Source: an optimization exercise on an open RTL-to-GDS flow (aim: small area, a short achievable clock period and few clock cycles per item). Production flows keep margins and buffers that such runs may drop.
The RTL was checked by simulation tests, not by an equivalence proof against the original design.
Power is estimated from default activity; no workload was simulated.

### flow/flow/run.sh
#!/bin/bash
# Own layout flow: the standard ORFS flow, with these changes:
#  - synthesis is the standard flow's own script (synth_recipe.tcl) with yosys's generic "abc -fast" pass
#    skipped (SYNTH_ARGS=-noabc) and the final ABC mapping script replaced: flow/abc_leaf.script
#    for the small combinational modules, flow/abc_top.script for the top module. Registers and
#    their names are untouched by either change;
#  - the port buffers are sky130_fd_sc_hd__buf_2 instead of the default choice, and the output
#    ports' buffers become sky130_fd_sc_hd__buf_1 after global placement (flow/post_gpl.tcl);
#  - repair_timing aims for a setup margin of flow/margin.txt ns.
# ORFS writes each step's log under orfs/logs; make's own output goes to make.log here.
set -euo pipefail
W=$PWD
FL=$W/flow
RES=$W/orfs/results/$FLOW_PLATFORM/redmule_mx_encoder/base
MARGIN=$(cat $FL/margin.txt)
cat > $W/own_synth.tcl <<EOT
proc abc {args} {
  set i [lsearch -exact \$args -script]
  set leaf \$args
  lset leaf [expr {\$i + 1}] $FL/abc_leaf.script
  set top \$args
  lset top [expr {\$i + 1}] $FL/abc_top.script
  yosys abc {*}\$leaf redmule_mx_enc redmule_mx_norm
  yosys abc {*}\$top $FLOW_TOP
}
source $W/synth_recipe.tcl
EOT
export BUFFER_PORTS_ARGS="-buffer_cell sky130_fd_sc_hd__buf_2"
export SETUP_SLACK_MARGIN=$MARGIN
export SYNTH_ARGS=-noabc
if [[ -f $FL/post_gpl.tcl ]]; then export POST_GLOBAL_PLACE_TCL=$FL/post_gpl.tcl; fi
make -C $FLOW_HOME DESIGN_CONFIG=$W/config.mk WORK_HOME=$W/orfs CLKGATE_MAP_FILE= \
  SYNTH_SCRIPT=$W/own_synth.tcl "BUFFER_PORTS_ARGS=$BUFFER_PORTS_ARGS" \
  SETUP_SLACK_MARGIN=$MARGIN SYNTH_ARGS=-noabc finish > $W/make.log 2>&1
: # left out here: write the final layout as DEF
### flow/flow/abc_leaf.script
&get -n
&st
&deepsyn -J 300 -T 900
&st
&dch -f
&nf -R 1000
&put
### flow/flow/abc_top.script
&get -n
&st
&deepsyn -J 300 -T 900
&st
&dch -f
&nf -R 1000
&put
### flow/flow/margin.txt
42.5
### flow/flow/post_gpl.tcl
# The output ports drive only their 0.01 pF load: give their buffers the smallest drive.
set n 0
foreach bt [[ord::get_db_block] getBTerms] {
  if {[$bt getIoType] ne "OUTPUT"} continue
  foreach it [[$bt getNet] getITerms] {
    if {![$it isOutputSignal]} continue
    set inst [$it getInst]
    if {[[$inst getMaster] getName] eq "sky130_fd_sc_hd__buf_2"} {
      replace_cell [get_cells [$inst getName]] sky130_fd_sc_hd__buf_1
      incr n
    }
  }
}
puts "post_gpl: $n output port buffers set to sky130_fd_sc_hd__buf_1"
### flow/standard.sh
#!/bin/bash
# synth_recipe.tcl (not shown) runs the flow's synth.tcl, then flattens the netlist and writes it again
# the make line also repeats each setting of config.mk as NAME=value (left out here)
make -C /OpenROAD-flow-scripts/flow DESIGN_CONFIG=/design/flow/config.mk WORK_HOME=/design/flow/orfs CLKGATE_MAP_FILE= SYNTH_SCRIPT=/design/flow/synth_recipe.tcl "${@:-finish}"
### flow/config.mk
export PLATFORM = sky130hd
export DESIGN_NAME = redmule_mx_encoder
export DESIGN_NICKNAME = redmule_mx_encoder
export VERILOG_FILES = /design/flow/design.v
export SDC_FILE = /design/flow/constraint.sdc
export NUM_CORES = 8
export LEC_CHECK = 0
export CAP_MARGIN = 20
export CORE_MARGIN = 2
export CORE_UTILIZATION = 55
export CTS_CLUSTER_DIAMETER = 150
export CTS_CLUSTER_SIZE = 25
export PLACE_DENSITY = 0.65
export SLEW_MARGIN = 20
export SYNTH_HIERARCHICAL = 1
### flow/constraint.sdc
create_clock -name core_clock -period 55.0 [get_ports {clk_i}]
set_input_delay 11.0000 -clock core_clock [delete_from_list [all_inputs] [get_ports {clk_i}]]
set_output_delay 11.0000 -clock core_clock [all_outputs]
set_load 0.01 [all_outputs]
### flow/design.v
module redmule_mx_norm (
  input logic [14:0] x_i,
  output logic [10:0] el_o
);
  logic [9:0] m, pre, h;
  logic [5:0] ks;
  logic [4:0] fs;
  logic enz;
  assign m = x_i[9:0];
  assign enz = |x_i[14:10];
  always_comb begin
    pre[9] = 1'b0;
    for (int i = 8; i >= 0; i--) pre[i] = pre[i + 1] | m[i + 1];
  end
  assign h = m & ~pre;
  always_comb begin
    ks = '0;
    for (int i = 0; i < 10; i++) ks = ks | ({6{h[i]}} & 6'(i + 23));
  end
  assign fs[4] = |(h[9:1] & m[8:0]);
  assign fs[3] = |(h[9:2] & m[7:0]);
  assign fs[2] = |(h[9:3] & m[6:0]);
  assign fs[1] = |(h[9:4] & m[5:0]);
  assign fs[0] = |(m[4:0] & pre[8:4]);
  assign el_o[10:5] = enz ? {1'b1, x_i[14:10]} : ks;
  assign el_o[4:0] = enz ? {m[9:6], |m[5:0]} : fs;
endmodule
module redmule_mx_enc (
  input logic [10:0] el_i,
  input logic [5:0] kn_i,
  output logic [6:0] c_o
);
  logic [4:0] f, g;
  logic [5:0] k, j;
  logic [6:0] cy;
  logic co, rnd, nrm, sat, s0, s1, s2, s3, nz, r0, r1, t0, t1;
  logic [2:0] r;
  logic [3:0] sub;
  assign f = el_i[4:0];
  assign k = el_i[10:5];
  assign co = &f[4:1];
  assign cy[0] = co;
  always_comb
    for (int i = 0; i < 6; i++) begin
      j[i] = k[i] ^ kn_i[i] ^ cy[i];
      cy[i + 1] = (k[i] & kn_i[i]) | (cy[i] & (k[i] ^ kn_i[i]));
    end
  assign rnd = f[1] & (f[0] | f[2]);
  assign r[0] = f[2] ^ rnd;
  assign r[1] = f[3] ^ (f[2] & f[1]);
  assign r[2] = f[4] ^ (f[3] & f[2] & f[1]);
  assign g = co ? 5'd0 : f;
  assign nz = |j[3:0];
  assign nrm = (j[5] && j[4] && nz) || (j == 6'd0);
  assign sat = (j == 6'd0) || (&j[3:0] && &r);
  assign s0 = j == 6'd48;
  assign s1 = j == 6'd47;
  assign s2 = j == 6'd46;
  assign s3 = j == 6'd45;
  assign r0 = g[2] & (g[1] | g[0] | g[3]);
  assign r1 = g[3] & (g[2] | g[1] | g[0] | g[4]);
  assign t0 = g[4] & g[3] & r0;
  assign t1 = g[4] & r1;
  assign sub[3] = s0 & t0;
  assign sub[2] = (s0 & !t0) | (s1 & t1);
  assign sub[1] = (s0 & (g[4] ^ (g[3] & r0))) | (s1 & !t1) | (s2 & g[4]);
  assign sub[0] = (s0 & (g[3] ^ r0)) | (s1 & (g[4] ^ r1)) | (s2 & !g[4]) | (s3 & |g);
  assign c_o[6:3] = nrm ? (j[3:0] | {4{sat}}) : {3'b000, sub[3]};
  assign c_o[2:0] = nrm ? (sat ? 3'b110 : r) : sub[2:0];
endmodule
module redmule_mx_encoder #(
  parameter int DATA_W = 256,
  parameter int BITW = 16,
  parameter int NUM_LANES = 8
) (
  input logic clk_i,
  input logic rst_i,
  input logic fp16_valid_i,
  output logic fp16_ready_o,
  input logic [NUM_LANES*BITW-1:0] fp16_data_i,
  output logic mx_val_valid_o,
  input logic mx_val_ready_i,
  output logic [DATA_W-1:0] mx_val_data_o,
  output logic mx_exp_valid_o,
  input logic mx_exp_ready_i,
  output logic [7:0] mx_exp_data_o
);
  localparam int EW = 12;
  logic [NUM_LANES*EW-1:0] w_norm;
  logic [NUM_LANES*EW-1:0] r_c, r_d;
  logic [127:0] r_a, r_b;
  logic [EW-1:0] w_el [32];
  logic [255:0] w_enc;
  logic [5:0] r_km, w_kmax, w_kn;
  logic [47:0] w_kl, r_kl;
  logic r_klv;
  logic [8:0] w_col [6];
  logic [8:0] w_alive [7];
  logic w_special;
  logic [1:0] r_cnt, w_cnt;
  logic r_full, w_full, r_rdy, w_rdy, r_val_v, w_val_v, r_exp_v, w_exp_v;
  logic [7:0] r_exp;
  logic w_acc, w_go, w_lda, w_ldb, w_hda, w_hdb;
  for (genvar l = 0; l < NUM_LANES; l++) begin : g_norm
    assign w_norm[EW*l + 11] = fp16_data_i[BITW*l + 15];
    redmule_mx_norm u_norm (.x_i(fp16_data_i[BITW*l +: 15]), .el_o(w_norm[EW*l +: 11]));
    assign w_kl[6*l +: 6] = w_norm[EW*l + 5 +: 6];
  end
  always_comb
    for (int l = 0; l < NUM_LANES; l++) begin
      w_el[l] = r_c[EW*l +: EW];
      w_el[8 + l] = r_d[EW*l +: EW];
      w_el[16 + l] = r_a[EW*l +: EW];
      w_el[24 + l] = r_b[EW*l +: EW];
    end
  always_comb
    for (int b = 0; b < 6; b++) begin
      for (int i = 0; i < 8; i++) w_col[b][i] = r_kl[6*i + b] & r_klv;
      w_col[b][8] = r_km[b];
    end
  assign w_alive[6] = '1;
  always_comb
    for (int b = 5; b >= 0; b--) begin
      w_kmax[b] = |(w_alive[b + 1] & w_col[b]);
      w_alive[b] = w_alive[b + 1] & (w_col[b] | {9{!w_kmax[b]}});
    end
  assign w_special = &w_kmax;
  assign w_kn = w_kmax == 6'd0 ? 6'd16 : ~w_kmax;
  for (genvar i = 0; i < 32; i++) begin : g_enc
    logic [6:0] c;
    redmule_mx_enc u_enc (.el_i(w_el[i][10:0]), .kn_i(w_kn), .c_o(c));
    assign w_enc[8*i +: 8] = w_special ? 8'h7F : {w_el[i][11], c};
  end
  assign w_acc = fp16_valid_i && r_rdy;
  assign w_lda = r_rdy && r_cnt == 2'd2;
  assign w_ldb = r_rdy && r_cnt == 2'd3;
  assign w_hda = !(w_go || w_lda);
  assign w_hdb = !(w_go || w_ldb);
  assign w_go = r_full && !r_exp_v;
  always_comb begin
    w_cnt = r_cnt + 2'(w_acc);
    w_full = (r_full && !w_go) || (w_acc && r_cnt == 2'd3);
    w_val_v = w_go || (r_val_v && !mx_val_ready_i);
    w_exp_v = w_go || (r_exp_v && !mx_exp_ready_i);
    case (w_cnt)
      2'd0: w_rdy = !w_full || !w_exp_v;
      2'd1: w_rdy = 1'b1;
      default: w_rdy = !w_val_v;
    endcase
  end
  always_ff @(posedge clk_i) begin
    if (rst_i) begin
      r_cnt <= '0;
      r_full <= 1'b0;
      r_rdy <= 1'b1;
      r_val_v <= 1'b0;
      r_exp_v <= 1'b0;
      r_klv <= 1'b0;
      r_km <= '0;
    end else begin
      r_klv <= w_acc;
      r_km <= w_go ? 6'd0 : w_kmax;
      r_cnt <= w_cnt;
      r_full <= w_full;
      r_rdy <= w_rdy;
      r_val_v <= w_val_v;
      r_exp_v <= w_exp_v;
    end
  end
  always_ff @(posedge clk_i) begin
    r_kl <= w_kl;
    if (r_rdy && r_cnt == 2'd0) r_c <= w_norm;
    if (r_rdy && r_cnt == 2'd1) r_d <= w_norm;
    r_a[95:0] <= ({96{w_go}} & w_enc[95:0]) | ({96{w_lda}} & w_norm) | ({96{w_hda}} & r_a[95:0]);
    r_b[95:0] <= ({96{w_go}} & w_enc[223:128]) | ({96{w_ldb}} & w_norm) | ({96{w_hdb}} & r_b[95:0]);
    if (w_go) begin
      r_a[127:96] <= w_enc[127:96];
      r_b[127:96] <= w_enc[255:224];
    end
    if (w_go) r_exp <= w_special ? 8'hFF : w_kmax == 6'd0 ? 8'h00 : 8'(w_kmax) + 8'd72;
  end
  assign fp16_ready_o = r_rdy;
  assign mx_val_valid_o = r_val_v;
  assign mx_exp_valid_o = r_exp_v;
  assign mx_val_data_o = {r_b, r_a};
  assign mx_exp_data_o = r_exp;
endmodule
==> results.sh, run 1 <==
export IMPL_finalCritPeriodShare=0.227
export IMPL_layout_setup_ws_ns=42.51
export IMPL_final_max_slew_viol_count=0
export IMPL_timing_critical_path_cells="buf_2 > nor3_2 > nand2_2 > nor2_4 > clkinvlp_4 > o221ai_1 > a22oi_1 > nand2_1"
export IMPL_initial_utilization=0.554
export IMPL_synthesis_instances=3678
export IMPL_syn_num_nets=4038
export IMPL_drt_pass1_iter_count=5
export IMPL_tritoncts_num_sinks=517
export IMPL_worst_clock_skew_ns=0.0236
export IMPL_worst_endpoint_arrival_ns=13.04
export IMPL_grt_use_total=0.362
export IMPL_avgSynthCellArea_um2=9.04
export IMPL_timing_final_setup_violations=0
export IMPL_ir_drop_mv=0.0354
export IMPL_synth_top_cell_area_share=0.238
export IMPL_preCtsSetupSlack_ns=41.69
export IMPL_timing_critical_path_from_type="input port"
export IMPL_synthArstFlopShare=0
export IMPL_timing_critical_path_buf_inv=2
export IMPL_detail_route_antenna_nets=0
export IMPL_dominantRegCellSynth="sky130_fd_sc_hd__edfxtp_1"
export IMPL_synth_yosys_seq_area_share=0.391
export IMPL_grt_pass1_wl_um=177000
export IMPL_finalPower_w=0.00196
export IMPL_critical_path_top_delay_family="compound AO/OA/AOI/OAI gates"
export IMPL_timing_worst_setup_path_type="input port to flip-flop"
export IMPL_cts_max_level=1
export IMPL_die_height_um=250
export IMPL_cpPeakStageDelay_ns=0.67
export IMPL_stdcell_area_mm2=0.0375
export IMPL_hold_path_class="flip-flop to flip-flop"
export IMPL_cts_inserted_buffers=24
export IMPL_grt_antenna_before_repair=1
export IMPL_number_of_synthesis_warnings=15
export IMPL_drt_wirelength_per_cell_um=23.5
export IMPL_post_synthesis_to_final_layout_area_growth_pct=12.8
export IMPL_unrepaired_setup_endpoints_after_global_routing="true"
export IMPL_share_of_cells_above_drive_strength_1=0.0725
export IMPL_buffer_ports_inserted=399
export IMPL_power_density_mw_per_mm2=52.2
export IMPL_design_portCount=400
export IMPL_nNetsFinal=4510
export IMPL_tritoncts="built"
export IMPL_via_count=32300
export IMPL_final_common_cell="sky130_fd_sc_hd__nand2_1"
export IMPL_pin_count_of_the_biggest_net_entering_global_routing=182
export IMPL_synthDistinctLibCells=47
export IMPL_top_area_cells_in_the_synthesized_netlist="sky130_fd_sc_hd__edfxtp_1, sky130_fd_sc_hd__dfxtp_1, sky130_fd_sc_hd__fa_1"
export IMPL_worstPathMaxFanout=9
export IMPL_drtIter0Drc=3457
export IMPL_gr_total_overflow=0
export IMPL_detailed_place_area_mm2=0.0365
export IMPL_detail_route_drc_violations=0
export IMPL_hold_viol=0
export IMPL_yosysTopAreaCell="sky130_fd_sc_hd__edfxtp_1"
export IMPL_fp_dieArea_mm2=0.0625
export IMPL_timing_max_slew_rel_slack=0.249
export IMPL_placement_rows=90
export IMPL_critical_path_required_ns=55.55
export IMPL_avgViaCountPerCell=6.52
export IMPL_max_freq_mhz=80.1
export IMPL_timing_max_cap_violations=0
export IMPL_grt_pass1_vias=29400
export IMPL_holdBufCountCts=0
export IMPL_synth_edff_count=264
export IMPL_hpwlAfterDp_um=85000
export IMPL_min_period_ns=12.49
export IMPL_layout_cells_most_common_list="sky130_fd_sc_hd__nand2_1, sky130_fd_sc_hd__o21ai_0, sky130_fd_sc_hd__buf_1"
export IMPL_die_x_um=250
export IMPL_cts_reportedPaths_clkPinSlew_ns=0.11
export IMPL_core_mm2=0.0600
export IMPL_postSynthRegisterBits=517
export IMPL_setup_total_negative_slack_ns=0
export IMPL_routed_wirelength_um=116000
export IMPL_clock_path_buffers=3
export IMPL_clock_insertion_delay_worst_skew_ns=0.61
export IMPL_critical_path_endpoint_type="flip-flop"
export IMPL_outcome="complete, no violations"
export IMPL_ctsRootBufferMaster="sky130_fd_sc_hd__clkbuf_16"
export IMPL_worst_path_max_delay_cell="sky130_fd_sc_hd__o221ai_1"
export IMPL_cellLeakagePower_nw=14.0
export IMPL_worst_pin_slew_ns=1.12
export IMPL_synth_area_mm2=0.0333
worst min-delay path: stages, from the launching register on:
cell	delay, ns
sky130_fd_sc_hd__dfxtp_1	0.34
sky130_fd_sc_hd__nand2_1	0.06
sky130_fd_sc_hd__nand2_1	0.04
Yosys stat by module, one instance, submodules excluded:
module	flip-flops and latches	cells inside	times used
redmule_mx_enc	0	56	32
redmule_mx_norm	0	75	8
redmule_mx_encoder	517	1286	1
timing repair:
action                     4_1_cts  5_1_grt
pin swaps                        2       13
resized for setup                8       35
buffers inserted                 2       21
setup endpoints to repair       22      128
hold endpoints to repair         0        0
flip-flops by register name (all words and copies together) (netlist names):
name and count:
r_a 128, r_b 128, r_c 96, r_cnt 2
r_d 96, r_exp 8, r_exp_v 1, r_full 1
r_kl 48, r_klv 1, r_km 6, r_rdy 1
r_val_v 1
cell usage after synthesis, types with 36 or more instances:
master	n
sky130_fd_sc_hd__and3_1	42
sky130_fd_sc_hd__dfxtp_1	253
sky130_fd_sc_hd__edfxtp_1	264
sky130_fd_sc_hd__a21oi_1	182
sky130_fd_sc_hd__or4_1	64
sky130_fd_sc_hd__nor2_1	213
sky130_fd_sc_hd__and2_0	102
sky130_fd_sc_hd__nor3_1	122
sky130_fd_sc_hd__nand4_1	66
sky130_fd_sc_hd__o211ai_1	76
sky130_fd_sc_hd__nand2_1	630
sky130_fd_sc_hd__a22oi_1	201
sky130_fd_sc_hd__fa_1	160
sky130_fd_sc_hd__or3_1	48
sky130_fd_sc_hd__a21o_1	52
sky130_fd_sc_hd__clkinv_1	95
sky130_fd_sc_hd__xnor2_1	97
sky130_fd_sc_hd__nor2b_1	43
sky130_fd_sc_hd__nor4_1	36
sky130_fd_sc_hd__nand3_1	83
sky130_fd_sc_hd__or2_0	73
sky130_fd_sc_hd__ha_1	67
sky130_fd_sc_hd__o21ai_0	441
path summary, 6_finish.rpt:
kind,from,end,slack (ns),depth (start not counted)
worst max-delay path,fp16_data_i[108],r_b[75],42.51,8
worst min register to register,r_a[95],r_a[95],0.47,2
worst min-delay path,r_a[95],r_a[95],0.47,2
worst max register to register,r_kl[5],r_b[32],44.15,36
through the flow:
stage          std cells  hold slack (ns)   util
2_1_floorplan       3678            0.450      -
3_3_place_gp        4883            0.442  0.614
3_5_place_dp        4883            0.455  0.609
4_1_cts             4929            0.475  0.621
5_1_grt             4951            0.491  0.625
6_report            4952            0.474  0.625
metal layers:
layer  global-route usage  share of wire
met5                    0              0
met4                0.103          0.031
met3               0.0694           0.11
met2                0.571           0.45
met1                0.511           0.41
where the power goes:
| group | switching (W) | internal [W] | total (W) |
|---|---|---|---|
| sequential | 0.000156 | 0.000510 | 0.000667 |
| clock | 0.000127 | 0.0000867 | 0.000214 |
| combinational | 0.000663 | 0.000415 | 0.00108 |
| total | 0.000946 | 0.00101 | 0.00196 |
cell families (layout without fill, tap and decap cells):
logic type / Yosys count / after routing / synth area share
DFF: 517 / 517 / 0.391
buffers and inverters: 95 / 585 / 0.0107
and+or+nand+nor: 1580 / 1580 / 0.230
xor gates and xnor gates: 97 / 97 / 0.0255
adders and majority gates: 227 / 227 / 0.121
AOI/OAI and AO/OA: 1162 / 1162 / 0.222
other: 0 / 2 / 0
area by class of cell:
type,instances,area (µm²)
Antenna cell,2,5.00
Fill cell,5381,22500
Tap cell,782,978
Sequential cell,517,13000
Inverter,95,390
Multi-Input combinational cell,3066,20400
Clock inverter,1,8.76
Clock buffer,43,693
Timing Repair Buffer,446,2030
Testbench counts, summed over its fixed seeds: cycles 2,064, blocks 512.
==> run 2, diff against run 1 <==
==> flow/flow/margin.txt (replaced) <==
42.55
==> run 2 against run 1 <==
  * Still clean
  * First-iteration DRC count decreased by 5.2%
  * Synthesized area unchanged
  * Sequential cell count unchanged
  * Global-route usage decreased by 0.32 points
  * Cell count unchanged
  * Worst setup slack improved by 0.069 ns
  * Final area about the same
  * Maximum frequency increased by 0.56%
  * Largest power group unchanged
==> results.sh, run 2 <==
export IMPL_finalCritPeriodShare=0.226
export IMPL_postSynthRegisterBits=517
export IMPL_worstPathMaxFanout=10
export IMPL_min_period_ns=12.42
export IMPL_cts_inserted_buffers=24
export IMPL_timing_final_setup_violations=0
export IMPL_timing_critical_path_buf_inv=1
export IMPL_dominantRegCellSynth="sky130_fd_sc_hd__edfxtp_1"
export IMPL_avgSynthCellArea_um2=9.04
export IMPL_critical_register_to_register_path_startpoint="r_kl[29]"
export IMPL_hold_viol=0
export IMPL_share_of_cells_above_drive_strength_1=0.0760
export IMPL_detailed_place_area_mm2=0.0365
export IMPL_routed_wirelength_um=116000
export IMPL_grt_use_total=0.359
export IMPL_p_int_w=0.00101
export IMPL_clock_path_buffers=3
export IMPL_post_synthesis_to_final_layout_area_growth_pct=12.8
export IMPL_grt_pass1_wl_um=175000
export IMPL_timing_worst_setup_path_type="flip-flop to primary output"
export IMPL_drtIter0Drc=3277
export IMPL_ctsRootBufferMaster="sky130_fd_sc_hd__clkbuf_16"
export IMPL_drt_wirelength_per_cell_um=23.5
export IMPL_cts_reportedPaths_clkPinSlew_ns=0.11
export IMPL_power_share_combinational=0.546
export IMPL_placement_rows=90
export IMPL_stdcell_area_mm2=0.0375
export IMPL_power_frac_seq=0.343
export IMPL_worst_endpoint_arrival_ns=1.42
export IMPL_synthArstFlopShare=0
export IMPL_critical_path_endpoint_type="primary output"
export IMPL_synth_area_mm2=0.0333
export IMPL_switching_share=0.483
export IMPL_nNetsFinal=4511
export IMPL_detail_route_antenna_nets=0
export IMPL_avgViaCountPerCell=6.54
export IMPL_synth_top_cells_by_count="sky130_fd_sc_hd__nand2_1, sky130_fd_sc_hd__o21ai_0, sky130_fd_sc_hd__edfxtp_1, sky130_fd_sc_hd__dfxtp_1, sky130_fd_sc_hd__nor2_1"
export IMPL_largestRegisters="r_a x128, r_b x128"
export IMPL_max_freq_mhz=80.5
export IMPL_synthDistinctLibCells=47
export IMPL_timing_max_cap_violations=0
export IMPL_final_max_slew_viol_count=0
export IMPL_detail_route_drc_violations=0
export IMPL_critPathLaunch="r_b[51]"
export IMPL_worst_clock_skew_ns=0.0312
export IMPL_unrepaired_setup_endpoints_after_global_routing="true"
export IMPL_worst_path_max_delay_cell="sky130_fd_sc_hd__dfxtp_1"
export IMPL_clock_insertion_delay_worst_skew_ns=0.61
export IMPL_syn_num_nets=4038
export IMPL_hpwlAfterDp_um=84300
export IMPL_cpPeakStageDelay_ns=0.60
export IMPL_clock_power_share=0.111
export IMPL_cellLeakagePower_nw=14.0
export IMPL_fp_dieArea_mm2=0.0625
export IMPL_nFillCells=5372
export IMPL_power_switching_w=0.000945
export IMPL_timing_critical_path_cells="buf_1"
export IMPL_timing_max_slew_rel_slack=0.243
export IMPL_number_of_synthesis_warnings=15
export IMPL_synth_edff_count=264
export IMPL_cts_max_level=1
export IMPL_die_height_um=250
export IMPL_drt_pass1_iter_count=7
export IMPL_tritoncts_num_sinks=517
export IMPL_synth_yosys_seq_area_share=0.391
export IMPL_via_count=32400
export IMPL_tritoncts="built"
export IMPL_buffer_ports_inserted=399
export IMPL_top_area_cells_in_the_synthesized_netlist="sky130_fd_sc_hd__edfxtp_1, sky130_fd_sc_hd__dfxtp_1, sky130_fd_sc_hd__fa_1"
export IMPL_power_density_mw_per_mm2=52.1
export IMPL_grt_pass1_vias=29000
export IMPL_worst_hold_startpoint="r_a[47]"
export IMPL_synth_top_cell_area_share=0.238
export IMPL_ir_drop_mv=0.0308
export IMPL_initial_utilization=0.554
export IMPL_post_synth_top_count_cell="sky130_fd_sc_hd__nand2_1"
export IMPL_layout_cells_most_common_list="sky130_fd_sc_hd__nand2_1, sky130_fd_sc_hd__o21ai_0, sky130_fd_sc_hd__buf_1"
export IMPL_gr_total_overflow=0
export IMPL_setup_total_negative_slack_ns=0
export IMPL_synthesis_instances=3678
export IMPL_hold_path_class="flip-flop to flip-flop"
export IMPL_critical_path_required_ns=44.00
export IMPL_final_common_cell="sky130_fd_sc_hd__nand2_1"
export IMPL_pin_count_of_the_biggest_net_entering_global_routing=117
export IMPL_design_portCount=400
export IMPL_die_x_um=250
export IMPL_critical_path_top_delay_family="flip-flops"
export IMPL_timing_critical_path_from_type="flip-flop"
export IMPL_grt_antenna_before_repair=2
export IMPL_yosysTopAreaCell="sky130_fd_sc_hd__edfxtp_1"
export IMPL_outcome="complete, no violations"
export IMPL_core_mm2=0.0600
export IMPL_worst_pin_slew_ns=1.14
==> run 2: changes by cell type in the layout (fill, tap and decap cells not counted), sizes merged <==
cell and delta:
clkinv +3, buf +1, diode -1, clkinvlp -3
==> run 2: path summary, 6_finish.rpt <==
check                       end  slack (ns)  cells past startpoint
max          mx_val_data_o[179]       42.58                      1
min                     r_a[47]        0.47                      2
max reg2reg             r_b[58]       44.29                     37
min reg2reg             r_a[47]        0.47                      2
==> run 2: cells by family after synthesis <==
family | Yosys count | synth area share
buffers and inverters | 95 | 0.0107
flip-flops | 517 | 0.391
AO/OA/AOI/OAI | 1162 | 0.222
adder cells (fa/ha/maj) | 227 | 0.121
XOR/XNOR | 97 | 0.0255
AND/OR/NAND/NOR | 1580 | 0.230
==> run 2: timing repair <==
action | CTS | global route
hold buffers | 0 | 0
setup buffers | 3 | 21
setup endpoints to repair | 34 | 110
pin swaps | 2 | 16
gates resized for setup | 13 | 44
==> run 2: modules after synthesis (local to each module, per instance) <==
module              cell area [µm²]  times used  flip-flops and latches  cells
redmule_mx_encoder            17300           1                     517   1286
redmule_mx_enc                  403          32                       0     56
redmule_mx_norm                 379           8                       0     75
==> run 2: final cells by class <==
type / instances / area (µm²) / area share
Clock inverter: 1 / 8.76 / 0.000233
Tap cell: 782 / 978 / 0.0261
Inverter: 95 / 383 / 0.0102
Sequential cell: 517 / 13000 / 0.346
Timing Repair Buffer: 447 / 2020 / 0.0539
Antenna cell: 1 / 2.50 / 0.0000667
Multi-Input combinational cell: 3066 / 20400 / 0.545
Clock buffer: 43 / 693 / 0.0185
==> run 2: per-stage QoR <==
step	worst slack, ns	hold WS (ns)	instances	util	power (W)
3_5_place_dp	41.79	0.457	4883	0.608	0.00172
6_report	42.58	0.468	4952	0.625	0.00196
3_3_place_gp	41.79	0.444	4883	0.614	0.00172
4_1_cts	42.55	0.471	4930	0.621	0.00193
2_1_floorplan	42.41	0.450	3678	-	0.00137
5_1_grt	42.53	0.501	4951	0.625	0.00210
==> run 2: routing by layer <==
layer  part of all wire  global-route usage
met5            0.00017                   0
met4              0.037               0.115
met3               0.10              0.0674
met2               0.45               0.558
met1               0.41               0.510
==> run 2: power groups by stage <==
stage	Sequential (W)	Combinational, W	Clock, W
global placement	0.000672	0.00105	0
CTS	0.000667	0.00105	0.000218
global route	0.000683	0.00119	0.000230
floorplan	0.000650	0.000719	0
detailed placement	0.000675	0.00104	0
finish	0.000672	0.00107	0.000218

## static timing again, ports no longer ideal
The flow's constraints put no driver on any port. The routed layouts listed below were extracted and timed again, unchanged, in two steps.
Step 1 sets driving cells, clkbuf_16 on the clock port and buf_2 on the other inputs (assumed; they add their load-dependent delay and slew).
Step 2 also shifts input and output timing later by t, the mid clock arrival at the registers, as if the neighbouring blocks saw the same clock.
a / b / c = ideal / step 1 / step 2; a / b = the first two.
run | t, ns | setup slack, ns | hold WS [ns] | latest minus earliest clock arrival (ns)
run 1 | 0.663 | 42.514 / 42.456 / 41.895 | 0.474 / 0.474 / 0.474 | 0.025 / 0.025
run 2 | 0.663 | 42.583 / 42.517 / 42.010 | 0.468 / 0.468 / 0.468 | 0.032 / 0.031
After both steps every run listed still meets setup and hold. The setup slack of run 1, which loses most, moves by -0.058 ns with the drivers and by -0.619 ns with both steps.
